Source: an optimization exercise on an open RTL-to-GDS flow (aim: small area, a short achievable clock period and few clock cycles per item). Production flows keep margins and buffers that such runs may drop. No functional check of the RTL was part of any run shown here.

### flow/config.mk
export PLATFORM = sky130hd
export DESIGN_NAME = pe_top
export DESIGN_NICKNAME = pe_top
export VERILOG_FILES = /design/flow/design.v
export SDC_FILE = /design/flow/constraint.sdc
export NUM_CORES = 4
export LEC_CHECK = 0
export CAP_MARGIN = 20
export CORE_MARGIN = 2
export CORE_UTILIZATION = 40
export SETUP_SLACK_MARGIN = 4.0
export SLEW_MARGIN = 20
### flow/constraint.sdc
create_clock -name core_clock -period 7.0 [get_ports {clk}]
set_input_delay 1.4000 -clock core_clock [delete_from_list [all_inputs] [get_ports {clk}]]
set_output_delay 1.4000 -clock core_clock [all_outputs]
set_load 0.01 [all_outputs]
### flow/design.v
package pe_pkg;
    localparam int DATA_W = 16;
    localparam int CFG_W = 8;
    localparam int SPAD_DEPTH = 12;
    localparam int SPAD_AW = 4;
    localparam int IN_FIFO_DEPTH = 4;
    localparam int OUT_FIFO_DEPTH = 6;
endpackage
module booth_tree (
    input  logic [15:0] a,
    input  logic [7:0]  neg,
    input  logic [7:0]  one,
    input  logic [7:0]  two,
    output logic [35:0] pv
);
    logic [16:0] a2;
    assign a2 = {a, 1'b0};
    logic [15:0] pp0;
    assign pp0 = (({16{one[0]}} & a[15:0]) | ({16{two[0]}} & a2[15:0])) ^ {16{neg[0]}};
    logic [13:0] pp1;
    assign pp1 = (({14{one[1]}} & a[13:0]) | ({14{two[1]}} & a2[13:0])) ^ {14{neg[1]}};
    logic [11:0] pp2;
    assign pp2 = (({12{one[2]}} & a[11:0]) | ({12{two[2]}} & a2[11:0])) ^ {12{neg[2]}};
    logic [9:0] pp3;
    assign pp3 = (({10{one[3]}} & a[9:0]) | ({10{two[3]}} & a2[9:0])) ^ {10{neg[3]}};
    logic [7:0] pp4;
    assign pp4 = (({8{one[4]}} & a[7:0]) | ({8{two[4]}} & a2[7:0])) ^ {8{neg[4]}};
    logic [5:0] pp5;
    assign pp5 = (({6{one[5]}} & a[5:0]) | ({6{two[5]}} & a2[5:0])) ^ {6{neg[5]}};
    logic [3:0] pp6;
    assign pp6 = (({4{one[6]}} & a[3:0]) | ({4{two[6]}} & a2[3:0])) ^ {4{neg[6]}};
    logic [1:0] pp7;
    assign pp7 = (({2{one[7]}} & a[1:0]) | ({2{two[7]}} & a2[1:0])) ^ {2{neg[7]}};
    wire t1 = neg[1] ^ pp0[2];
    wire t2 = neg[1] & pp0[2];
    wire t3 = pp0[3] ^ pp1[1];
    wire t4 = pp0[3] & pp1[1];
    wire t5 = neg[2] ^ pp0[4] ^ pp1[2];
    wire t6 = (neg[2] & pp0[4]) | (neg[2] & pp1[2]) | (pp0[4] & pp1[2]);
    wire t7 = pp2[0] ^ t4;
    wire t8 = pp2[0] & t4;
    wire t9 = pp0[5] ^ pp1[3] ^ pp2[1];
    wire t10 = (pp0[5] & pp1[3]) | (pp0[5] & pp2[1]) | (pp1[3] & pp2[1]);
    wire t11 = t6 ^ t8;
    wire t12 = t6 & t8;
    wire t13 = neg[3] ^ pp0[6] ^ pp1[4];
    wire t14 = (neg[3] & pp0[6]) | (neg[3] & pp1[4]) | (pp0[6] & pp1[4]);
    wire t15 = pp2[2] ^ pp3[0] ^ t10;
    wire t16 = (pp2[2] & pp3[0]) | (pp2[2] & t10) | (pp3[0] & t10);
    wire t17 = t13 ^ t12;
    wire t18 = t13 & t12;
    wire t19 = pp0[7] ^ pp1[5] ^ pp2[3];
    wire t20 = (pp0[7] & pp1[5]) | (pp0[7] & pp2[3]) | (pp1[5] & pp2[3]);
    wire t21 = pp3[1] ^ t14 ^ t19;
    wire t22 = (pp3[1] & t14) | (pp3[1] & t19) | (t14 & t19);
    wire t23 = t16 ^ t18;
    wire t24 = t16 & t18;
    wire t25 = neg[4] ^ pp0[8] ^ pp1[6];
    wire t26 = (neg[4] & pp0[8]) | (neg[4] & pp1[6]) | (pp0[8] & pp1[6]);
    wire t27 = pp2[4] ^ pp3[2] ^ pp4[0];
    wire t28 = (pp2[4] & pp3[2]) | (pp2[4] & pp4[0]) | (pp3[2] & pp4[0]);
    wire t29 = t20 ^ t25 ^ t27;
    wire t30 = (t20 & t25) | (t20 & t27) | (t25 & t27);
    wire t31 = t22 ^ t29;
    wire t32 = t22 & t29;
    wire t33 = pp0[9] ^ pp1[7] ^ pp2[5];
    wire t34 = (pp0[9] & pp1[7]) | (pp0[9] & pp2[5]) | (pp1[7] & pp2[5]);
    wire t35 = pp3[3] ^ pp4[1] ^ t26;
    wire t36 = (pp3[3] & pp4[1]) | (pp3[3] & t26) | (pp4[1] & t26);
    wire t37 = t28 ^ t33 ^ t30;
    wire t38 = (t28 & t33) | (t28 & t30) | (t33 & t30);
    wire t39 = t35 ^ t32;
    wire t40 = t35 & t32;
    wire t41 = neg[5] ^ pp0[10] ^ pp1[8];
    wire t42 = (neg[5] & pp0[10]) | (neg[5] & pp1[8]) | (pp0[10] & pp1[8]);
    wire t43 = pp2[6] ^ pp3[4] ^ pp4[2];
    wire t44 = (pp2[6] & pp3[4]) | (pp2[6] & pp4[2]) | (pp3[4] & pp4[2]);
    wire t45 = pp5[0] ^ t34 ^ t41;
    wire t46 = (pp5[0] & t34) | (pp5[0] & t41) | (t34 & t41);
    wire t47 = t43 ^ t36 ^ t45;
    wire t48 = (t43 & t36) | (t43 & t45) | (t36 & t45);
    wire t49 = pp0[11] ^ pp1[9] ^ pp2[7];
    wire t50 = (pp0[11] & pp1[9]) | (pp0[11] & pp2[7]) | (pp1[9] & pp2[7]);
    wire t51 = pp3[5] ^ pp4[3] ^ pp5[1];
    wire t52 = (pp3[5] & pp4[3]) | (pp3[5] & pp5[1]) | (pp4[3] & pp5[1]);
    wire t53 = t42 ^ t44 ^ t49;
    wire t54 = (t42 & t44) | (t42 & t49) | (t44 & t49);
    wire t55 = t51 ^ t46 ^ t53;
    wire t56 = (t51 & t46) | (t51 & t53) | (t46 & t53);
    wire t57 = neg[6] ^ pp0[12] ^ pp1[10];
    wire t58 = (neg[6] & pp0[12]) | (neg[6] & pp1[10]) | (pp0[12] & pp1[10]);
    wire t59 = pp2[8] ^ pp3[6] ^ pp4[4];
    wire t60 = (pp2[8] & pp3[6]) | (pp2[8] & pp4[4]) | (pp3[6] & pp4[4]);
    wire t61 = pp5[2] ^ pp6[0] ^ t50;
    wire t62 = (pp5[2] & pp6[0]) | (pp5[2] & t50) | (pp6[0] & t50);
    wire t63 = t52 ^ t57 ^ t59;
    wire t64 = (t52 & t57) | (t52 & t59) | (t57 & t59);
    wire t65 = t54 ^ t61 ^ t63;
    wire t66 = (t54 & t61) | (t54 & t63) | (t61 & t63);
    wire t67 = pp0[13] ^ pp1[11] ^ pp2[9];
    wire t68 = (pp0[13] & pp1[11]) | (pp0[13] & pp2[9]) | (pp1[11] & pp2[9]);
    wire t69 = pp3[7] ^ pp4[5] ^ pp5[3];
    wire t70 = (pp3[7] & pp4[5]) | (pp3[7] & pp5[3]) | (pp4[5] & pp5[3]);
    wire t71 = pp6[1] ^ t58 ^ t60;
    wire t72 = (pp6[1] & t58) | (pp6[1] & t60) | (t58 & t60);
    wire t73 = t67 ^ t69 ^ t62;
    wire t74 = (t67 & t69) | (t67 & t62) | (t69 & t62);
    wire t75 = neg[7] ^ pp0[14] ^ pp1[12];
    wire t76 = (neg[7] & pp0[14]) | (neg[7] & pp1[12]) | (pp0[14] & pp1[12]);
    wire t77 = pp2[10] ^ pp3[8] ^ pp4[6];
    wire t78 = (pp2[10] & pp3[8]) | (pp2[10] & pp4[6]) | (pp3[8] & pp4[6]);
    wire t79 = pp5[4] ^ pp6[2] ^ pp7[0];
    wire t80 = (pp5[4] & pp6[2]) | (pp5[4] & pp7[0]) | (pp6[2] & pp7[0]);
    wire t81 = t68 ^ t70 ^ t75;
    wire t82 = (t68 & t70) | (t68 & t75) | (t70 & t75);
    wire t83 = t77 ^ t79 ^ t72;
    wire t84 = (t77 & t79) | (t77 & t72) | (t79 & t72);
    wire t85 = t81 ^ t74;
    wire t86 = t81 & t74;
    wire t87 = pp0[15] ^ pp1[13] ^ pp2[11] ^ pp3[9] ^ pp4[7] ^ pp5[5] ^ pp6[3] ^ pp7[1];
    wire t88 = t76 ^ t78 ^ t80 ^ t82;
    assign pv[0] = neg[0];
    assign pv[1] = pp0[0];
    assign pv[2] = pp0[1];
    assign pv[3] = pp1[0];
    assign pv[4] = t1;
    assign pv[5] = t2;
    assign pv[6] = t3;
    assign pv[7] = t5;
    assign pv[8] = t7;
    assign pv[9] = t9;
    assign pv[10] = t11;
    assign pv[11] = t15;
    assign pv[12] = t17;
    assign pv[13] = t21;
    assign pv[14] = t23;
    assign pv[15] = t24;
    assign pv[16] = t31;
    assign pv[17] = t37;
    assign pv[18] = t39;
    assign pv[19] = t38;
    assign pv[20] = t40;
    assign pv[21] = t47;
    assign pv[22] = t48;
    assign pv[23] = t55;
    assign pv[24] = t56;
    assign pv[25] = t65;
    assign pv[26] = t64;
    assign pv[27] = t71;
    assign pv[28] = t73;
    assign pv[29] = t66;
    assign pv[30] = t83;
    assign pv[31] = t85;
    assign pv[32] = t87;
    assign pv[33] = t84;
    assign pv[34] = t88;
    assign pv[35] = t86;
endmodule
module acc_tree (
    input  logic [15:0] acc,
    input  logic [35:0] pv,
    output logic [15:0] s,
    output logic [15:0] c
);
    wire u89 = pv[0] ^ pv[1];
    wire u90 = pv[0] & pv[1];
    wire u91 = pv[2] ^ u90;
    wire u92 = pv[2] & u90;
    wire u93 = pv[3] ^ pv[4] ^ acc[2];
    wire u94 = (pv[3] & pv[4]) | (pv[3] & acc[2]) | (pv[4] & acc[2]);
    wire u95 = pv[5] ^ pv[6] ^ acc[3];
    wire u96 = (pv[5] & pv[6]) | (pv[5] & acc[3]) | (pv[6] & acc[3]);
    wire u97 = pv[7] ^ pv[8] ^ acc[4];
    wire u98 = (pv[7] & pv[8]) | (pv[7] & acc[4]) | (pv[8] & acc[4]);
    wire u99 = pv[9] ^ pv[10] ^ acc[5];
    wire u100 = (pv[9] & pv[10]) | (pv[9] & acc[5]) | (pv[10] & acc[5]);
    wire u101 = pv[11] ^ pv[12] ^ acc[6];
    wire u102 = (pv[11] & pv[12]) | (pv[11] & acc[6]) | (pv[12] & acc[6]);
    wire u103 = pv[13] ^ pv[14] ^ acc[7];
    wire u104 = (pv[13] & pv[14]) | (pv[13] & acc[7]) | (pv[14] & acc[7]);
    wire u105 = pv[15] ^ pv[16] ^ acc[8];
    wire u106 = (pv[15] & pv[16]) | (pv[15] & acc[8]) | (pv[16] & acc[8]);
    wire u107 = pv[17] ^ pv[18] ^ acc[9];
    wire u108 = (pv[17] & pv[18]) | (pv[17] & acc[9]) | (pv[18] & acc[9]);
    wire u109 = pv[19] ^ pv[20] ^ pv[21];
    wire u110 = (pv[19] & pv[20]) | (pv[19] & pv[21]) | (pv[20] & pv[21]);
    wire u111 = acc[10] ^ u109;
    wire u112 = acc[10] & u109;
    wire u113 = pv[22] ^ pv[23] ^ acc[11];
    wire u114 = (pv[22] & pv[23]) | (pv[22] & acc[11]) | (pv[23] & acc[11]);
    wire u115 = u110 ^ u112;
    wire u116 = u110 & u112;
    wire u117 = pv[24] ^ pv[25] ^ acc[12];
    wire u118 = (pv[24] & pv[25]) | (pv[24] & acc[12]) | (pv[25] & acc[12]);
    wire u119 = u114 ^ u117;
    wire u120 = u114 & u117;
    wire u121 = pv[26] ^ pv[27] ^ pv[28];
    wire u122 = (pv[26] & pv[27]) | (pv[26] & pv[28]) | (pv[27] & pv[28]);
    wire u123 = pv[29] ^ acc[13] ^ u121;
    wire u124 = (pv[29] & acc[13]) | (pv[29] & u121) | (acc[13] & u121);
    wire u125 = u118 ^ u123;
    wire u126 = u118 & u123;
    wire u127 = pv[30] ^ pv[31] ^ acc[14];
    wire u128 = (pv[30] & pv[31]) | (pv[30] & acc[14]) | (pv[31] & acc[14]);
    wire u129 = u122 ^ u127 ^ u124;
    wire u130 = (u122 & u127) | (u122 & u124) | (u127 & u124);
    wire u131 = pv[32] ^ pv[33];
    wire u132 = pv[34] ^ pv[35];
    wire u133 = u131 ^ u132;
    wire u134 = u133 ^ acc[15];
    wire u135 = u134 ^ u128;
    assign s[0] = u89;
    assign c[0] = acc[0];
    assign s[1] = acc[1];
    assign c[1] = u91;
    assign s[2] = u92;
    assign c[2] = u93;
    assign s[3] = u94;
    assign c[3] = u95;
    assign s[4] = u96;
    assign c[4] = u97;
    assign s[5] = u98;
    assign c[5] = u99;
    assign s[6] = u100;
    assign c[6] = u101;
    assign s[7] = u102;
    assign c[7] = u103;
    assign s[8] = u104;
    assign c[8] = u105;
    assign s[9] = u106;
    assign c[9] = u107;
    assign s[10] = u111;
    assign c[10] = u108;
    assign s[11] = u113;
    assign c[11] = u115;
    assign s[12] = u116;
    assign c[12] = u119;
    assign s[13] = u120;
    assign c[13] = u125;
    assign s[14] = u126;
    assign c[14] = u129;
    assign s[15] = u135;
    assign c[15] = u130;
endmodule
module mac_core (
    input  logic        clk,
    input  logic [15:0] a,
    input  logic [7:0]  neg,
    input  logic [7:0]  one,
    input  logic [7:0]  two,
    input  logic [15:0] acc,
    output logic [15:0] s,
    output logic [15:0] c
);
    logic [35:0] pv, pv_r;
    booth_tree t1 (.a(a), .neg(neg), .one(one), .two(two), .pv(pv));
    always_ff @(posedge clk)
        pv_r <= pv;
    acc_tree t2 (.acc(acc), .pv(pv_r), .s(s), .c(c));
endmodule
module pe_top (
    input  logic                      clk,
    input  logic                      rstn,
    input  logic [pe_pkg::CFG_W-1:0]  filter_size,
    input  logic                      iact_write_en,
    input  logic [pe_pkg::DATA_W-1:0] data_iact_in,
    output logic                      iact_ready,
    input  logic                      weight_write_en,
    input  logic [pe_pkg::DATA_W-1:0] data_weight_in,
    output logic                      weight_ready,
    input  logic                      psum_write_en,
    input  logic [pe_pkg::DATA_W-1:0] data_psum_in,
    output logic                      psum_ready,
    input  logic                      psum_read_en,
    output logic [pe_pkg::DATA_W-1:0] data_psum_out,
    output logic                      psum_out_valid
);
    logic [15:0] a_r, p_r;
    logic [7:0]  neg_r, one_r, two_r;    
    logic        va, vb, vp;
    logic [16:0] w_ext;
    logic [7:0]  w_neg, w_one, w_two;
    assign w_ext = {data_weight_in, 1'b0};
    always_comb begin
        for (int k = 0; k < 8; k++) begin
            w_neg[k] = w_ext[2*k+2];
            w_one[k] = w_ext[2*k+1] ^ w_ext[2*k];
            w_two[k] = (w_ext[2*k+2] & ~w_ext[2*k+1] & ~w_ext[2*k])
                     | (~w_ext[2*k+2] & w_ext[2*k+1] & w_ext[2*k]);
        end
    end
    logic        first_r;      
    logic [3:0]  rem;          
    logic        last_r;       
    logic        v2;           
    logic        first2;       
    logic        last2;        
    logic        out_v;        
    logic        en_r;         
    logic        prdy_r;       
    logic        rdy_a_r;      
    logic        rdy_b_r;      
    logic        fire;
    assign fire   = va && vb && en_r;
    assign iact_ready   = rdy_a_r;
    assign weight_ready = rdy_b_r;
    assign psum_ready   = prdy_r;
    always_ff @(posedge clk) begin
        if (iact_ready)   a_r <= data_iact_in;
        if (weight_ready) begin
            neg_r <= w_neg;
            one_r <= w_one;
            two_r <= w_two;
        end
        if (psum_ready)   p_r <= data_psum_in;
    end
    logic        va_n, vb_n, vp_n, first_n, last_n, out_v_n, en_n;
    logic [3:0]  rem_n;
    logic [3:0]  fs_m1;
    assign fs_m1   = filter_size[3:0] - 4'd1;
    assign va_n    = iact_ready   ? iact_write_en   : va;
    assign vb_n    = weight_ready ? weight_write_en : vb;
    assign vp_n    = psum_ready   ? psum_write_en   : vp;
    assign first_n = fire ? last_r : first_r;
    assign rem_n   = first_n ? fs_m1 : (fire ? rem - 4'd1 : rem);
    assign last_n  = first_n ? (filter_size[3:0] == 4'd1)
                             : (rem == (fire ? 4'd1 : 4'd0));
    assign out_v_n = (v2 && last2) || (out_v && !psum_read_en);
    assign en_n    = (!first_n || (vp_n && !(fire && first_r)))
                     && (!last_n || (!out_v_n && !(fire && last_r)));
    always_ff @(posedge clk) begin
        if (!rstn) begin
            va      <= 1'b0;
            vb      <= 1'b0;
            vp      <= 1'b0;
            first_r <= 1'b1;
            v2      <= 1'b0;
            out_v   <= 1'b0;
            en_r    <= 1'b0;
            prdy_r  <= 1'b1;
            rdy_a_r <= 1'b1;
            rdy_b_r <= 1'b1;
        end else begin
            va      <= va_n;
            vb      <= vb_n;
            vp      <= vp_n;
            first_r <= first_n;
            v2      <= fire;
            out_v   <= out_v_n;
            en_r    <= en_n;
            prdy_r  <= !vp_n || (fire && first_r);
            rdy_a_r <= !va_n || (vb_n && en_n);
            rdy_b_r <= !vb_n || (va_n && en_n);
        end
    end
    always_ff @(posedge clk) begin
        rem    <= rem_n;
        last_r <= last_n;
    end
    logic [15:0] acc, out_r;
    logic [15:0] sum;
    logic [15:0] acc_s, acc_c;
    mac_core mac (
        .clk (clk),
        .a   (a_r),
        .neg (neg_r),
        .one (one_r),
        .two (two_r),
        .acc (first2 ? p_r : acc),
        .s   (acc_s),
        .c   (acc_c)
    );
    always_ff @(posedge clk) begin
        if (fire) begin
            first2 <= first_r;
            last2  <= last_r;
        end
    end
    assign sum = acc_s + acc_c;
    always_ff @(posedge clk) begin
        if (v2)
            acc <= sum;
        if (v2 && last2)
            out_r <= sum;
    end
    assign psum_out_valid = out_v;
    assign data_psum_out  = out_r;
endmodule
### flow/flow/run.sh
#!/bin/bash
set -euo pipefail
export BUFFER_PORTS_ARGS="-buffer_cell sky130_fd_sc_hd__buf_1"
export CTS_ARGS="-sink_clustering_enable -repair_clock_nets -buf_list sky130_fd_sc_hd__clkbuf_4 -dont_use_dummy_load"
bash standard.sh finish > standard.log 2>&1
### flow/standard.sh
#!/bin/bash
# synth_recipe.tcl (not shown) runs the flow's synth.tcl, then flattens the netlist and writes it again
# the make line also repeats each setting of config.mk as NAME=value (left out here)
make -C /OpenROAD-flow-scripts/flow DESIGN_CONFIG=/design/flow/config.mk WORK_HOME=/design/flow/orfs CLKGATE_MAP_FILE= SYNTH_SCRIPT=/design/flow/synth_recipe.tcl "${@:-finish}"
==> results_dict.tcl, run 1 <==
set metrics [dict create \
    multiInputGateArea_um2 4040 \
    dp_hpwl_um 11600 \
    crit_fanout 7 \
    dp_slack_ns 3.24 \
    worstPathArrival_ns 3.48 \
    synth_area_um2 7900 \
    antenna_cells 0 \
    grtUsageMet1_pct 20.2 \
    reg2reg_from "first2$_DFFE_PP_" \
    r2r-end "acc[10]$_DFFE_PP_" \
    fill_cells 1792 \
    clock_path_buffers 2 \
    use_met3_pct 3.68 \
    fin_setup_tns_ns 0 \
    crit_path_end_kind "register" \
    ff_latch_area_um2 3760 \
    insertion_delay_ns 0.54 \
    min_to "last2$_DFFE_PP_" \
    final_area_um2 9000 \
    drt-initial-drc-count 247 \
    numCtsBuffers 17 \
    synth-main-ff-cell "edfxtp_1" \
    dieArea_um2 20900 \
    busiest_layer "met2" \
    avgRoutedWirePerCell_um 15.7 \
    cts_tree "done" \
    postSynth.asyncResetShare_pct 0 \
    period_share_pct 44.9 \
    finalMaxSlewViolations 0 \
    initial_utilization_pct 40.7 \
    htree_levels 4 \
    timing.fmax_mhz 318 \
    vias_per_cell 4.91 \
    finalCriticalPeriod_ns 3.15 \
    worst_r2r_path_depth 10 \
    io_pins 82 \
    synth-edff-count 94 \
    grt_pass1_vias 5103 \
    worst-setup-path-type "reg -> reg" \
    grt-ovfl-total 0 \
    ff2ff_setup_slack_ns 3.85 \
    tightestPinTransition_ns 0.859 \
    hold_path_depth 0 \
    seq_area_frac_synth_pct 47.7 \
    core_um2 19400 \
    port-buffer-count 77 \
    crit_path_start_kind "register" \
    outcome "no timing/DRC/antenna violations" \
    synth_cells 636 \
    syn2layout_area_growth_pct 14.0 \
    antenna_found_initial 0 \
    grt_max_degree 26 \
    syn_nets 781 \
    min_from "last_r$_DFF_P_" \
    final_nets 872 \
    holdBufCountCts 0 \
    drv_cap 0 \
    drtPass1Iterations 5 \
    holdCritPathClass "reg -> reg" \
    via_count 4860 \
    finalClockSkew_ns 0.0404 \
    met2_usage_pct 26.8 \
    required_ns 7.34 \
    num_rows 51 \
    layout-drive-gt1-share_pct 12.7 \
    hold_slack_ns 0.446 \
    yosysUniqueCellTypes 44 \
    cts_sinks 141 \
    relSlewSlack_pct 42.7 \
    track_usage_pct 15.9 \
    gp_congestion 0.876 \
    synth_seq_cells 141 \
    hold_viol 0 \
    die_h_um 145 \
    ant_nets 0 \
    ys_warn_count 2 \
    dpl_cell_area_um2 8450 \
    drc_errors 0 \
    setup_viol 0 \
    rsz0062_at_grt "true" \
    wirelength_um 15600 \
    die_x_um 145 \
    syn_avg_cell_area_um2 12.4 \
    grt_pass1_wl_um 25500 \
    clk_pin_slew_ns 0.09 \
    setup_ws_ns 3.85 \
    cts_root_buf "clkbuf_4" \
]
-- per-stage QoR --
step / std cells / util [%]
after floorplan: 636 / -
after global placement: 952 / 43.6
after detailed placement: 952 / 43.6
after CTS: 978 / 45.4
after global routing: 990 / 46.4
final: 990 / 46.4
-- Yosys cell counts (2+ instances only) --
cell      number  area, µm²
nor2_1        20       75.1
o21ai_0       17       85.1
a22oi_1       64        480
nor3_1         4       20.0
inv_1         59        221
xnor2_1       73        639
a31oi_1        2       12.5
nand4_1        2       12.5
buf_2          6       30.0
nand3b_1       7       52.6
dfxtp_1       47        941
mux2i_1        8       80.1
and2_1         3       18.8
nor2b_1        3       18.8
a21o_1         4       30.0
clkbuf_1      21       78.8
o21bai_1       3       22.5
fa_1          50       1000
a211oi_1       2       15.0
buf_1          2       7.51
nand2b_1       7       43.8
edfxtp_1      94       2820
o21a_1         2       15.0
a21oi_1       13       65.1
ha_1          33        413
inv_2          2       7.51
nand3_1        2       10.0
nand2_1       20       75.1
a21oi_2        2       17.5
mux2_2        13        146
xor2_1        38        333
-- area by class of cell --
class / count / share of cell area [%]
clock buffer: 17 / 1.42
inverter: 61 / 2.54
multi-input combinational: 405 / 44.8
sequential: 141 / 41.8
tap: 265 / 3.68
timing repair buffer: 101 / 5.71
-- worst max-delay path, cell delays in order (launching register included) --
cell	delay, ns
edfxtp_1	0.45
buf_12	0.17
mux2_4	0.31
fa_1	0.56
ha_4	0.24
a21oi_4	0.14
a21boi_2	0.07
o31a_1	0.28
o21ai_2	0.16
or4b_4	0.49
o311ai_4	0.10
-- cells in the final DEF, fill, tap and decap left out, drive strengths merged, types with 4 or more instances in the layout --
cell type,Yosys,routed
a21o,4,4
a21oi,15,15
a22oi,64,64
buf,8,101
clkbuf,21,17
dfxtp,47,47
edfxtp,94,94
fa,50,50
ha,33,33
inv,61,61
mux2,13,13
mux2i,8,8
nand2,20,20
nand2b,7,7
nand3b,7,7
nor2,20,20
nor3,4,4
o21ai,18,18
xnor2,73,73
xor2,38,38
-- kinds of logic after synthesis --
kind of cell / count (synthesis) / synth area share, %
AND/OR/NAND/NOR: 73 / 4.67
multiplexers: 21 / 2.87
adder cells (fa/ha/maj): 83 / 17.9
flip-flops: 141 / 47.7
XOR/XNOR: 111 / 12.3
buffers and inverters: 90 / 4.37
AO/OA/AOI/OAI: 117 / 10.2
-- flip-flops by register name (all words and copies together), names as in the netlist, 4 cells and up --
register and flops:
a_r 16, acc 16, mac.pv_r 36, neg_r 8
one_r 8, out_r 16, p_r 16, rem 4
two_r 8
-- routing by layer --
metal	share of wire, %	vias up
met5	0	-
met4	1.7	0
met3	3.8	17
met2	48	100
met1	46	2378
li1	-	2365
-- worst max-delay path by stage --
stage                     start             endpoint  slack [ns]  depth (start not counted)
3_3_place_gp   first2$_DFFE_PP_    acc[10]$_DFFE_PP_        3.33                          9
6_report       first2$_DFFE_PP_    acc[10]$_DFFE_PP_        3.85                         10
4_1_cts        first2$_DFFE_PP_    acc[10]$_DFFE_PP_        3.83                         10
3_5_place_dp   first2$_DFFE_PP_  out_r[10]$_DFFE_PP_        3.24                          9
2_1_floorplan  first2$_DFFE_PP_    acc[10]$_DFFE_PP_        4.03                         11
5_1_grt        first2$_DFFE_PP_    acc[10]$_DFFE_PP_        3.75                         10
-- timing repair --
| item | in CTS | in global routing |
|---|---|---|
| gates resized for setup | 25 | 21 |
| setup buffers | 9 | 12 |
| setup endpoints to repair | 22 | 19 |
| pin swaps | 8 | 21 |
==> inputs of run 2 (changes only) <==
--- a/flow/design.v
+++ b/flow/design.v
@@ -163,54 +163,54 @@
     output logic [15:0] c
 );
-    wire u89 = pv[0] ^ pv[1];
-    wire u90 = pv[0] & pv[1];
-    wire u91 = pv[2] ^ u90;
-    wire u92 = pv[2] & u90;
-    wire u93 = pv[3] ^ pv[4] ^ acc[2];
-    wire u94 = (pv[3] & pv[4]) | (pv[3] & acc[2]) | (pv[4] & acc[2]);
-    wire u95 = pv[5] ^ pv[6] ^ acc[3];
-    wire u96 = (pv[5] & pv[6]) | (pv[5] & acc[3]) | (pv[6] & acc[3]);
-    wire u97 = pv[7] ^ pv[8] ^ acc[4];
-    wire u98 = (pv[7] & pv[8]) | (pv[7] & acc[4]) | (pv[8] & acc[4]);
-    wire u99 = pv[9] ^ pv[10] ^ acc[5];
-    wire u100 = (pv[9] & pv[10]) | (pv[9] & acc[5]) | (pv[10] & acc[5]);
-    wire u101 = pv[11] ^ pv[12] ^ acc[6];
-    wire u102 = (pv[11] & pv[12]) | (pv[11] & acc[6]) | (pv[12] & acc[6]);
-    wire u103 = pv[13] ^ pv[14] ^ acc[7];
-    wire u104 = (pv[13] & pv[14]) | (pv[13] & acc[7]) | (pv[14] & acc[7]);
-    wire u105 = pv[15] ^ pv[16] ^ acc[8];
-    wire u106 = (pv[15] & pv[16]) | (pv[15] & acc[8]) | (pv[16] & acc[8]);
-    wire u107 = pv[17] ^ pv[18] ^ acc[9];
-    wire u108 = (pv[17] & pv[18]) | (pv[17] & acc[9]) | (pv[18] & acc[9]);
-    wire u109 = pv[19] ^ pv[20] ^ pv[21];
-    wire u110 = (pv[19] & pv[20]) | (pv[19] & pv[21]) | (pv[20] & pv[21]);
-    wire u111 = acc[10] ^ u109;
-    wire u112 = acc[10] & u109;
-    wire u113 = pv[22] ^ pv[23] ^ acc[11];
-    wire u114 = (pv[22] & pv[23]) | (pv[22] & acc[11]) | (pv[23] & acc[11]);
-    wire u115 = u110 ^ u112;
-    wire u116 = u110 & u112;
-    wire u117 = pv[24] ^ pv[25] ^ acc[12];
-    wire u118 = (pv[24] & pv[25]) | (pv[24] & acc[12]) | (pv[25] & acc[12]);
+    wire u89 = acc[0] ^ pv[0];
+    wire u90 = acc[0] & pv[0];
+    wire u91 = acc[1] ^ pv[2];
+    wire u92 = acc[1] & pv[2];
+    wire u93 = acc[2] ^ pv[3] ^ pv[4];
+    wire u94 = (acc[2] & pv[3]) | (acc[2] & pv[4]) | (pv[3] & pv[4]);
+    wire u95 = acc[3] ^ pv[5] ^ pv[6];
+    wire u96 = (acc[3] & pv[5]) | (acc[3] & pv[6]) | (pv[5] & pv[6]);
+    wire u97 = acc[4] ^ pv[7] ^ pv[8];
+    wire u98 = (acc[4] & pv[7]) | (acc[4] & pv[8]) | (pv[7] & pv[8]);
+    wire u99 = acc[5] ^ pv[9] ^ pv[10];
+    wire u100 = (acc[5] & pv[9]) | (acc[5] & pv[10]) | (pv[9] & pv[10]);
+    wire u101 = acc[6] ^ pv[11] ^ pv[12];
+    wire u102 = (acc[6] & pv[11]) | (acc[6] & pv[12]) | (pv[11] & pv[12]);
+    wire u103 = acc[7] ^ pv[13] ^ pv[14];
+    wire u104 = (acc[7] & pv[13]) | (acc[7] & pv[14]) | (pv[13] & pv[14]);
+    wire u105 = acc[8] ^ pv[15] ^ pv[16];
+    wire u106 = (acc[8] & pv[15]) | (acc[8] & pv[16]) | (pv[15] & pv[16]);
+    wire u107 = acc[9] ^ pv[17] ^ pv[18];
+    wire u108 = (acc[9] & pv[17]) | (acc[9] & pv[18]) | (pv[17] & pv[18]);
+    wire u109 = acc[10] ^ pv[19] ^ pv[20];
+    wire u110 = (acc[10] & pv[19]) | (acc[10] & pv[20]) | (pv[19] & pv[20]);
+    wire u111 = pv[21] ^ u108;
+    wire u112 = pv[21] & u108;
+    wire u113 = acc[11] ^ pv[22] ^ pv[23];
+    wire u114 = (acc[11] & pv[22]) | (acc[11] & pv[23]) | (pv[22] & pv[23]);
+    wire u115 = u110 ^ u113;
+    wire u116 = u110 & u113;
+    wire u117 = acc[12] ^ pv[24] ^ pv[25];
+    wire u118 = (acc[12] & pv[24]) | (acc[12] & pv[25]) | (pv[24] & pv[25]);
     wire u119 = u114 ^ u117;
     wire u120 = u114 & u117;
-    wire u121 = pv[26] ^ pv[27] ^ pv[28];
-    wire u122 = (pv[26] & pv[27]) | (pv[26] & pv[28]) | (pv[27] & pv[28]);
-    wire u123 = pv[29] ^ acc[13] ^ u121;
-    wire u124 = (pv[29] & acc[13]) | (pv[29] & u121) | (acc[13] & u121);
-    wire u125 = u118 ^ u123;
-    wire u126 = u118 & u123;
-    wire u127 = pv[30] ^ pv[31] ^ acc[14];
-    wire u128 = (pv[30] & pv[31]) | (pv[30] & acc[14]) | (pv[31] & acc[14]);
+    wire u121 = acc[13] ^ pv[26] ^ pv[27];
+    wire u122 = (acc[13] & pv[26]) | (acc[13] & pv[27]) | (pv[26] & pv[27]);
+    wire u123 = pv[28] ^ pv[29] ^ u118;
+    wire u124 = (pv[28] & pv[29]) | (pv[28] & u118) | (pv[29] & u118);
+    wire u125 = u121 ^ u120;
+    wire u126 = u121 & u120;
+    wire u127 = acc[14] ^ pv[30] ^ pv[31];
+    wire u128 = (acc[14] & pv[30]) | (acc[14] & pv[31]) | (pv[30] & pv[31]);
     wire u129 = u122 ^ u127 ^ u124;
     wire u130 = (u122 & u127) | (u122 & u124) | (u127 & u124);
-    wire u131 = pv[32] ^ pv[33];
-    wire u132 = pv[34] ^ pv[35];
-    wire u133 = u131 ^ u132;
-    wire u134 = u133 ^ acc[15];
-    wire u135 = u134 ^ u128;
-    assign s[0] = u89;
-    assign c[0] = acc[0];
-    assign s[1] = acc[1];
+    wire u131 = acc[15] ^ pv[32];
+    wire u132 = pv[33] ^ pv[34];
+    wire u133 = pv[35] ^ u131;
+    wire u134 = u132 ^ u133;
+    wire u135 = u128 ^ u134;
+    assign s[0] = pv[1];
+    assign c[0] = u89;
+    assign s[1] = u90;
     assign c[1] = u91;
     assign s[2] = u92;
@@ -230,11 +230,11 @@
     assign s[9] = u106;
     assign c[9] = u107;
-    assign s[10] = u111;
-    assign c[10] = u108;
-    assign s[11] = u113;
+    assign s[10] = u109;
+    assign c[10] = u111;
+    assign s[11] = u112;
     assign c[11] = u115;
     assign s[12] = u116;
     assign c[12] = u119;
-    assign s[13] = u120;
+    assign s[13] = u123;
     assign c[13] = u125;
     assign s[14] = u126;
@@ -294,7 +294,7 @@
     logic        last_r;       
     logic        v2;           
-    logic        first2;       
     logic        last2;        
     logic        out_v;        
+    logic        sd;           
     logic        en_r;         
     logic        prdy_r;       
@@ -316,4 +316,5 @@
     end
     logic        va_n, vb_n, vp_n, first_n, last_n, out_v_n, en_n;
+    logic        fin2, seed, sd_n, seed_n;
     logic [3:0]  rem_n;
     logic [3:0]  fs_m1;
@@ -326,6 +327,10 @@
     assign last_n  = first_n ? (filter_size[3:0] == 4'd1)
                              : (rem == (fire ? 4'd1 : 4'd0));
-    assign out_v_n = (v2 && last2) || (out_v && !psum_read_en);
-    assign en_n    = (!first_n || (vp_n && !(fire && first_r)))
+    assign out_v_n = fin2 || (out_v && !psum_read_en);
+    assign fin2    = v2 && last2;
+    assign seed    = vp && (!sd || fin2);
+    assign sd_n    = seed || (sd && !fin2);
+    assign seed_n  = vp_n && (!sd_n || (fire && last_r));
+    assign en_n    = (!first_n || vp_n || (sd_n && !(fire && last_r)))
                      && (!last_n || (!out_v_n && !(fire && last_r)));
     always_ff @(posedge clk) begin
@@ -337,4 +342,5 @@
             v2      <= 1'b0;
             out_v   <= 1'b0;
+            sd      <= 1'b0;
             en_r    <= 1'b0;
             prdy_r  <= 1'b1;
@@ -348,6 +354,7 @@
             v2      <= fire;
             out_v   <= out_v_n;
+            sd      <= sd_n;
             en_r    <= en_n;
-            prdy_r  <= !vp_n || (fire && first_r);
+            prdy_r  <= !vp_n || seed_n;
             rdy_a_r <= !va_n || (vb_n && en_n);
             rdy_b_r <= !vb_n || (va_n && en_n);
@@ -367,19 +374,19 @@
         .one (one_r),
         .two (two_r),
-        .acc (first2 ? p_r : acc),
+        .acc (acc),
         .s   (acc_s),
         .c   (acc_c)
     );
     always_ff @(posedge clk) begin
-        if (fire) begin
-            first2 <= first_r;
-            last2  <= last_r;
-        end
+        if (fire)
+            last2 <= last_r;
     end
     assign sum = acc_s + acc_c;
     always_ff @(posedge clk) begin
-        if (v2)
+        if (seed)
+            acc <= p_r;
+        else if (v2)
             acc <= sum;
-        if (v2 && last2)
+        if (fin2)
             out_r <= sum;
     end
==> flow/flow/run.sh (replaced) <==
#!/bin/bash
set -euo pipefail
export BUFFER_PORTS_ARGS="-buffer_cell sky130_fd_sc_hd__buf_1"
export CTS_ARGS="-sink_clustering_enable -repair_clock_nets -buf_list sky130_fd_sc_hd__clkbuf_8 -dont_use_dummy_load"
bash standard.sh finish > standard.log 2>&1
--- a/flow/config.mk
+++ b/flow/config.mk
@@ -9,4 +9,4 @@
 export CORE_MARGIN = 2
 export CORE_UTILIZATION = 40
-export SETUP_SLACK_MARGIN = 4.0
+export SETUP_SLACK_MARGIN = 4.1
 export SLEW_MARGIN = 20
==> run 2 against run 1 <==
  * Critical endpoint is now out_r[14]$_DFFE_PP_
  * Setup slack improved by 0.28 ns
  * Fmax increased by 9.7%
  * Non-clock buffer count decreased by 2
  * Largest cell class unchanged
  * Still clean on timing, DRC and antenna
  * Global-route usage decreased by 0.065 points
  * Highest routed layer unchanged
  * Clock-buffer cell count unchanged
==> results_dict.tcl, run 2 <==
set metrics [dict create \
    final_common_cell "edfxtp_1" \
    clk_pin_slew_ns 0.09 \
    most-common-layout-cells "edfxtp_1 (93), buf_1 (77), xnor2_1 (73)" \
    startpoint "acc[11]$_DFFE_PP_" \
    numCtsBuffers 17 \
    finalCriticalPeriod_ns 2.87 \
    period_share_pct 41.0 \
    initial_utilization_pct 40.6 \
    synth_area_um2 8190 \
    cts_tree "done" \
    syn_avg_cell_area_um2 12.0 \
    synth_top_area_share_pct 34.1 \
    relSlewSlack_pct 41.2 \
    gp_congestion 0.864 \
    wirelength_um 16600 \
    synth_area_leaders "edfxtp_1 (34%), fa_1 (12%), dfxtp_1 (12%), xnor2_1 (7.8%), a22oi_1 (5.9%)" \
    finalClockSkew_ns 0.0353 \
    worstPathArrival_ns 3.03 \
    reg2reg_from "acc[11]$_DFFE_PP_" \
    grt_pass1_vias 5328 \
    dp_hpwl_um 12400 \
    port-buffer-count 77 \
    ant_nets 0 \
    hold_path_depth 0 \
    antenna_cells 0 \
    antenna_found_initial 0 \
    avgRoutedWirePerCell_um 16.0 \
    die_x_um 147 \
    setup_viol 0 \
    drt-initial-drc-count 319 \
    grt-ovfl-total 0 \
    cts_root_buf "clkbuf_8" \
    track_usage_pct 15.8 \
    io_pins 82 \
    fin_util_pct 45.4 \
    rsz0062_at_grt "true" \
    holdBufCountCts 0 \
    vias_per_cell 5.12 \
    core_um2 20200 \
    synth_top_cells_by_count "edfxtp_1 (93), xnor2_1 (73), a22oi_1 (64)" \
    clock_path_buffers 2 \
    r2r-end "out_r[14]$_DFFE_PP_" \
    ff2ff_setup_slack_ns 4.13 \
    placed_cells 1002 \
    ys_warn_count 2 \
    drv_cap 0 \
    required_ns 7.16 \
    timing.fmax_mhz 349 \
    final_cells 1037 \
    insertion_delay_ns 0.45 \
    die_h_um 147 \
    yosys.area.top_type "edfxtp_1" \
    crit_path_end_kind "register" \
    drtPass1Iterations 5 \
    htree_levels 4 \
    crit_fanout 9 \
    syn2layout_area_growth_pct 11.7 \
    grt_max_degree 26 \
    cts_sinks 141 \
    final_nets 914 \
    crit_path_start_kind "register" \
    synth_cells 685 \
    worst-setup-path-type "reg -> reg" \
    worst_r2r_path_depth 8 \
    layout-drive-gt1-share_pct 8.87 \
    holdCritPathClass "reg -> reg" \
    registers.top_by_ff_count "mac.pv_r" \
    yosysMostFrequentCell "edfxtp_1" \
    num_rows 52 \
    tightestPinTransition_ns 0.882 \
    synth-main-ff-cell "edfxtp_1" \
    largest_register_ffs 36 \
    via_count 5314 \
    outcome "no timing/DRC/antenna violations" \
    yosysUniqueCellTypes 61 \
    grt_pass1_wl_um 26900 \
    finalMaxSlewViolations 0 \
    min_to "last2$_DFFE_PP_" \
    hold_slack_ns 0.488 \
    synth_seq_cells 141 \
    postSynth.asyncResetShare_pct 0 \
    drc_errors 0 \
    hold_viol 0 \
    dieArea_um2 21600 \
    syn_nets 830 \
    seq_area_frac_synth_pct 45.8 \
    synth-edff-count 93 \
    fin_setup_tns_ns 0 \
    min_from "last_r$_DFF_P_" \
]
## run 2: worst max-delay path, stage by stage, from the launching register on
cell      delay, ns
edfxtp_1       0.40
fa_1           0.49
ha_1           0.30
ha_1           0.44
a21o_2         0.31
a21oi_1        0.14
o21ai_0        0.08
o21a_1         0.18
a311o_1        0.28
## run 2: layer usage
| metal | share of wire (%) | global-route usage [%] | up-vias |
|---|---|---|---|
| met5 | 0 | 0 | - |
| met3 | 4.1 | 3.11 | 20 |
| met1 | 47 | 21.3 | 2596 |
| li1 | - | - | 2548 |
| met4 | 1.5 | 5.53 | 0 |
| met2 | 48 | 25.7 | 150 |
## run 2: worst max-delay path by stage
stage | to | slack (ns)
finish | out_r[14]$_DFFE_PP_ | 4.13
global route | out_r[14]$_DFFE_PP_ | 4.00
CTS | acc[15]$_DFFE_PP_ | 4.08
detailed placement | acc[15]$_DFFE_PP_ | 3.97
global placement | acc[12]$_DFFE_PP_ | 3.94
floorplan | acc[15]$_DFFE_PP_ | 4.16
## run 2: kinds of logic (layout without fill, tap and decap cells)
kind of cell / Yosys count / after routing / synth area share [%]
flip-flops: 141 / 141 / 45.8
multiplexers: 11 / 11 / 1.45
AND/OR/NAND/NOR: 108 / 108 / 6.46
XOR/XNOR: 111 / 111 / 12.2
buffers and inverters: 95 / 177 / 4.63
adder cells (fa/ha/maj): 83 / 83 / 17.3
AO/OA/AOI/OAI: 136 / 136 / 12.1
## run 2: timing repair
| action | CTS | global route |
|---|---|---|
| setup endpoints to repair | 8 | 12 |
| setup buffers | 6 | 12 |
| pin swaps | 3 | 3 |
| resized for setup | 7 | 10 |
## run 2: area by class of cell
class / instances / area (µm²)
inverters: 61 / 229
repair buffers: 99 / 470
clock buffers: 17 / 234
multi-input cells: 449 / 4130
well taps: 270 / 338
flip-flops and latches: 141 / 3750
fillers: 1942 / 11000
## run 2: metrics by stage
| stage | area, µm² | worst slack [ns] |
|---|---|---|
| floorplan | 8190 | 4.16 |
| global placement | 8700 | 3.94 |
| detailed placement | 8700 | 3.97 |
| CTS | 9020 | 4.08 |
| global route | 9150 | 4.00 |
| finish | 9150 | 4.13 |
==> inputs of run 3 (changes only) <==
--- a/flow/config.mk
+++ b/flow/config.mk
@@ -9,4 +9,4 @@
 export CORE_MARGIN = 2
 export CORE_UTILIZATION = 40
-export SETUP_SLACK_MARGIN = 4.1
+export SETUP_SLACK_MARGIN = 4.0
 export SLEW_MARGIN = 20
==> run 3 against run 2 <==
  * Still clean on timing, DRC and antenna
  * Clock-buffer cell count did not move
  * First-iteration DRC count is 19% lower
  * Synthesized cell count unchanged
  * Non-clock buffer count down 10
  * Clock skew rose by 0.00068 ns
  * Hold slack gained 0.0037 ns
  * Routed wire length is 0.59% lower
  * Critical path type unchanged
==> results_dict.tcl, run 3 <==
set metrics [dict create \
    synth_cells 685 \
    finalClockSkew_ns 0.0360 \
    setup_viol 0 \
    required_ns 7.15 \
    finalMaxSlewViolations 0 \
    relSlewSlack_pct 41.0 \
    drt-initial-drc-count 258 \
    yosysUniqueCellTypes 61 \
    dp_slack_ns 3.97 \
    synth_top_family_by_area "adder cells" \
    postSynth.asyncResetShare_pct 0 \
    holdCritPathClass "reg -> reg" \
    yosysMostFrequentCell "edfxtp_1" \
    crit_path_start_kind "register" \
    layout-drive-gt1-share_pct 6.87 \
    synthSimpleGateAreaFrac_pct 6.46 \
    ys_warn_count 2 \
    cts_sinks 141 \
    placed_cells 1002 \
    grt_pass1_wl_um 26700 \
    holdBufCountCts 0 \
    hold_path_depth 0 \
    die_h_um 147 \
    synthAdderAreaFrac_pct 17.3 \
    cts_tree "done" \
    yosys.area.top_type "edfxtp_1" \
    most-common-layout-cells "edfxtp_1 (93), buf_1 (77), xnor2_1 (73)" \
    crit_path_end_kind "register" \
    final_nets 904 \
    port-buffer-count 77 \
    vias_per_cell 5.13 \
    hold_viol 0 \
    wirelength_um 16500 \
    initial_utilization_pct 40.6 \
    numCtsBuffers 17 \
    tightestPinTransition_ns 0.885 \
    worst-setup-path-type "reg -> reg" \
    synth_top_cells_by_count "edfxtp_1 (93), xnor2_1 (73), a22oi_1 (64)" \
    largest_register_ffs 36 \
    outcome "no timing/DRC/antenna violations" \
    fin_setup_tns_ns 0 \
    gp_congestion 0.864 \
    grt_max_degree 26 \
    setup_ws_ns 4.07 \
    final_cells 1027 \
    dieArea_um2 21600 \
    drtPass1Iterations 5 \
    num_rows 52 \
    avgRoutedWirePerCell_um 16.1 \
    antenna_found_initial 0 \
    synth_area_leaders "edfxtp_1 (34%), fa_1 (12%), dfxtp_1 (12%), xnor2_1 (7.8%), a22oi_1 (5.9%)" \
    grt-ovfl-total 0 \
    antenna_cells 0 \
    crit_fanout 11 \
    registers.top_by_ff_count "mac.pv_r" \
    rsz0062_at_grt "true" \
    track_usage_pct 15.7 \
    io_pins 82 \
    worstPathArrival_ns 3.08 \
    finalCriticalPeriod_ns 2.93 \
    clk_pin_slew_ns 0.09 \
    synth-main-ff-cell "edfxtp_1" \
    worst_r2r_path_depth 11 \
    synth_top_area_share_pct 34.1 \
    synth_seq_cells 141 \
    drv_cap 0 \
    synth-xor-area-share_pct 12.2 \
    drc_errors 0 \
    synth-edff-count 93 \
    cts_root_buf "clkbuf_8" \
    synth-compound-area-share_pct 12.1 \
    timing.fmax_mhz 341 \
    grt_pass1_vias 5302 \
    muxShareOfSynthArea_pct 1.45 \
    period_share_pct 41.9 \
    final_common_cell "edfxtp_1" \
    core_um2 20200 \
    insertion_delay_ns 0.45 \
    via_count 5264 \
    htree_levels 4 \
    ant_nets 0 \
    dp_hpwl_um 12400 \
    syn_nets 830 \
    synth_area_um2 8190 \
    syn_avg_cell_area_um2 12.0 \
    die_x_um 147 \
    syn2layout_area_growth_pct 10.4 \
    seq_area_frac_synth_pct 45.8 \
    fill_cells 1940 \
    clock_path_buffers 2 \
]
run 3: area by class of cell:
cell class              instances  area (µm²)  share of cell area [%]
multi-input cells             449        4100                    45.3
inverters                      61         229                    2.53
repair buffers                 89         392                    4.33
well taps                     270         338                    3.74
clock buffers                  17         234                    2.59
flip-flops and latches        141        3750                    41.5
run 3: stage by stage:
| stage | instance area (µm²) | utilization [%] | hold slack, ns |
|---|---|---|---|
| floorplan | 8190 | - | 0.343 |
| global placement | 8700 | 43.1 | 0.448 |
| detailed placement | 8700 | 43.1 | 0.465 |
| CTS | 8940 | 44.3 | 0.486 |
| global route | 9040 | 44.8 | 0.504 |
| finish | 9040 | 44.8 | 0.491 |
run 3: final timing paths:
path	to	slack (ns)	startpoint
max	acc[15]$_DFFE_PP_	4.07	acc[12]$_DFFE_PP_
min	last2$_DFFE_PP_	0.49	last_r$_DFF_P_
max reg2reg	acc[15]$_DFFE_PP_	4.07	acc[12]$_DFFE_PP_
min reg2reg	last2$_DFFE_PP_	0.49	last_r$_DFF_P_
run 3: kinds of logic (layout without fill, tap and decap cells):
group / Yosys count / count (layout)
buf+inv: 95 / 167
mux: 11 / 11
compound gates: 136 / 136
simple gates: 108 / 108
flops: 141 / 141
xor+xnor: 111 / 111
fa+ha+maj: 83 / 83
run 3: what timing repair did:
item,4_1_cts,5_1_grt
pin swaps,1,2
setup endpoints to repair,4,8
gates resized for setup,1,6
setup buffers,1,7
run 3: worst max-delay path, cell delays in order, from the launching register on:
cell      delay [ns]
edfxtp_1        0.41
fa_1            0.42
inv_1           0.08
fa_1            0.17
inv_1           0.05
fa_1            0.50
ha_4            0.31
a21oi_1         0.13
o21ai_0         0.11
a21oi_1         0.16
o31a_1          0.19
o211ai_1        0.12
run 3: metal layers:
metal  wire [µm]  vias up  global-route usage [%]
met5           0        -                       0
met4         263        0                    5.77
met3         616       17                    3.11
met2        7920      146                    25.2
met1        7720     2572                    21.2
li1            -     2529                       -
==> inputs of run 4 (changes only) <==
--- a/flow/config.mk
+++ b/flow/config.mk
@@ -9,4 +9,4 @@
 export CORE_MARGIN = 2
 export CORE_UTILIZATION = 40
-export SETUP_SLACK_MARGIN = 4.0
+export SETUP_SLACK_MARGIN = 4.2
 export SLEW_MARGIN = 20
==> run 4 against run 3 <==
  * Setup slack better by 0.19 ns
  * Still clean
  * Sequential cell count unchanged
  * Clock skew increased by 0.0025 ns
  * Cell count is 4.2% higher
  * Critical path depth down 2
==> results_dict.tcl, run 4 <==
set metrics [dict create \
    yosysMostFrequentCell "edfxtp_1" \
    hold_viol 0 \
    crit_path_start_kind "register" \
    met2_usage_pct 26.1 \
    io_pins 82 \
    drtPass1Iterations 6 \
    grt_pass1_vias 5481 \
    crit_fanout 4 \
    synth_area_leaders "edfxtp_1 (34%), fa_1 (12%), dfxtp_1 (12%), xnor2_1 (7.8%), a22oi_1 (5.9%)" \
    finalCriticalPeriod_ns 2.75 \
    syn_avg_cell_area_um2 12.0 \
    fin_setup_tns_ns 0 \
    period_share_pct 39.2 \
    ys_warn_count 2 \
    insertion_delay_ns 0.44 \
    htree_levels 4 \
    largest_register_ffs 36 \
    grt-ovfl-total 0 \
    dp_hpwl_um 12300 \
    most-common-layout-cells "edfxtp_1 (93), buf_1 (77), xnor2_1 (73)" \
    finalMaxSlewViolations 0 \
    synth-edff-count 93 \
    ant_nets 0 \
    layout-drive-gt1-share_pct 14.5 \
    timing.fmax_mhz 364 \
    core_um2 20200 \
    synth-main-ff-cell "edfxtp_1" \
    clk_pin_slew_ns 0.08 \
    slowest_stage "a221oi_4" \
    dieArea_um2 21600 \
    synth_cells 685 \
    antenna_cells 0 \
    drc_errors 0 \
    synth_seq_cells 141 \
    drv_cap 0 \
    cts_root_buf "clkbuf_8" \
    cts_sinks 141 \
    finalClockSkew_ns 0.0385 \
    relSlewSlack_pct 37.7 \
    outcome "no timing/DRC/antenna violations" \
    gp_congestion 0.856 \
    rsz0062_at_grt "true" \
    use_met3_pct 3.45 \
    worst-setup-path-type "reg -> reg" \
    synth_top_cells_by_count "edfxtp_1 (93), xnor2_1 (73), a22oi_1 (64)" \
    grt_pass1_wl_um 27300 \
    vias_per_cell 5.08 \
    tightestPinTransition_ns 0.935 \
    final_common_cell "edfxtp_1" \
    grt_max_degree 26 \
    holdBufCountCts 0 \
    die_h_um 147 \
    cts_tree "done" \
    postSynth.asyncResetShare_pct 0 \
    wirelength_um 16800 \
    syn2layout_area_growth_pct 16.0 \
    worstPathArrival_ns 2.91 \
    via_count 5436 \
    synth_top_area_share_pct 34.1 \
    final_nets 947 \
    antenna_found_initial 0 \
    initial_utilization_pct 40.6 \
    synth_area_um2 8190 \
    crit_path_end_kind "register" \
    numCtsBuffers 17 \
    num_rows 52 \
    yosysUniqueCellTypes 61 \
    crit_chain "ha_1 -> ha_2 -> fa_2 -> a21o_1 -> a221oi_4 -> buf_4 -> o31ai_4 -> xor2_1 -> mux2_2" \
    syn_nets 830 \
    track_usage_pct 15.9 \
    clock_path_buffers 2 \
    busiest_layer "met2" \
    setup_viol 0 \
    grtUsageMet1_pct 21.1 \
    registers.top_by_ff_count "mac.pv_r" \
    drt-initial-drc-count 363 \
    required_ns 7.17 \
    yosys.area.top_type "edfxtp_1" \
    avgRoutedWirePerCell_um 15.7 \
    port-buffer-count 77 \
    die_x_um 147 \
    holdCritPathClass "reg -> reg" \
    max_stage_delay_ns 0.39 \
    seq_area_frac_synth_pct 45.8 \
]
run 4: worst max-delay path, delay by kind of cell (launching register included):
kind	cells	cell delay, ns
AO/OA/AOI/OAI	3	0.66
XOR/XNOR	1	0.16
adder cells (fa/ha/maj)	3	0.84
buffers and inverters	1	0.19
flip-flops	1	0.36
multiplexers	1	0.27
run 4: stage by stage:
stage	utilization, %	std cells	hold slack [ns]	cell area, µm²	setup WS (ns)
after floorplan	-	685	0.343	8200	4.20
after global placement	43.1	1002	0.449	8700	3.94
after detailed placement	43.1	1002	0.447	8700	3.95
after CTS	45.0	1028	0.467	9070	4.17
after global routing	47.1	1070	0.501	9500	4.10
final	47.1	1070	0.468	9500	4.25
run 4: per-layer routing:
metal / up-vias / wire length, µm
met4: 0 / 232
met2: 161 / 8160
met1: 2640 / 7690
met3: 16 / 753
li1: 2619 / -
met5: - / 0
run 4: final cells by class:
cell class	instances	area [µm²]
multi-input combinational	449	4230
tap	270	338
fill	1892	10700
timing repair buffer	132	714
sequential	141	3760
clock buffer	17	234
inverter	61	229
run 4: what timing repair did:
item                       4_1_cts  5_1_grt
setup buffers                    9       42
setup endpoints to repair       17       22
pin swaps                       10        8
resized for setup               16       19
run 4: path summary, 6_finish.rpt:
check                    from                end  slack, ns  cells after the start
min            last_r$_DFF_P_    last2$_DFFE_PP_       0.47                      0
max reg2reg  acc[0]$_DFFE_PP_  acc[10]$_DFFE_PP_       4.25                      9
min reg2reg    last_r$_DFF_P_    last2$_DFFE_PP_       0.47                      0
max          acc[0]$_DFFE_PP_  acc[10]$_DFFE_PP_       4.25                      9
run 4: logic make-up after synthesis:
kind of cell,synth area share [%]
muxes,1.45
and+or+nand+nor,6.46
DFF,45.8
adders and majority gates,17.3
xor gates and xnor gates,12.2
AOI/OAI and AO/OA,12.1
buffers and inverters,4.63

re-timing with driven ports:
The results above use ideal ports. As a check the final layouts listed here were re-extracted and re-timed, cells and wires unchanged. Step 1 assumes that a clkbuf_16 drives the clock port and a buf_2 every other input. Step 2 times the ports against the registers' clock, not the clock port: input delays grow and output delays shrink by t, the midpoint of the rising clock arrivals with the driver on. Three values: ideal, step 1, step 2; two values: the first two.
| run | t (ns) | setup slack, ns | slew at the worst register clock pin (ns) | worst data-port slew with drivers (ns) | cell pins on the clock port's net |
|---|---|---|---|---|---|
| run 1 | 0.553 | 3.854 / 3.854 / 3.854 | 0.12 / 0.12 | 0.04 | 1 |
| run 2 | 0.471 | 4.132 / 4.132 / 4.132 | 0.09 / 0.09 | 0.04 | 1 |
| run 3 | 0.469 | 4.067 / 4.067 / 4.067 | 0.09 / 0.09 | 0.04 | 1 |
| run 4 | 0.459 | 4.254 / 4.254 / 4.254 | 0.08 / 0.08 | 0.04 | 1 |
After both steps setup and hold are still met in every run listed.
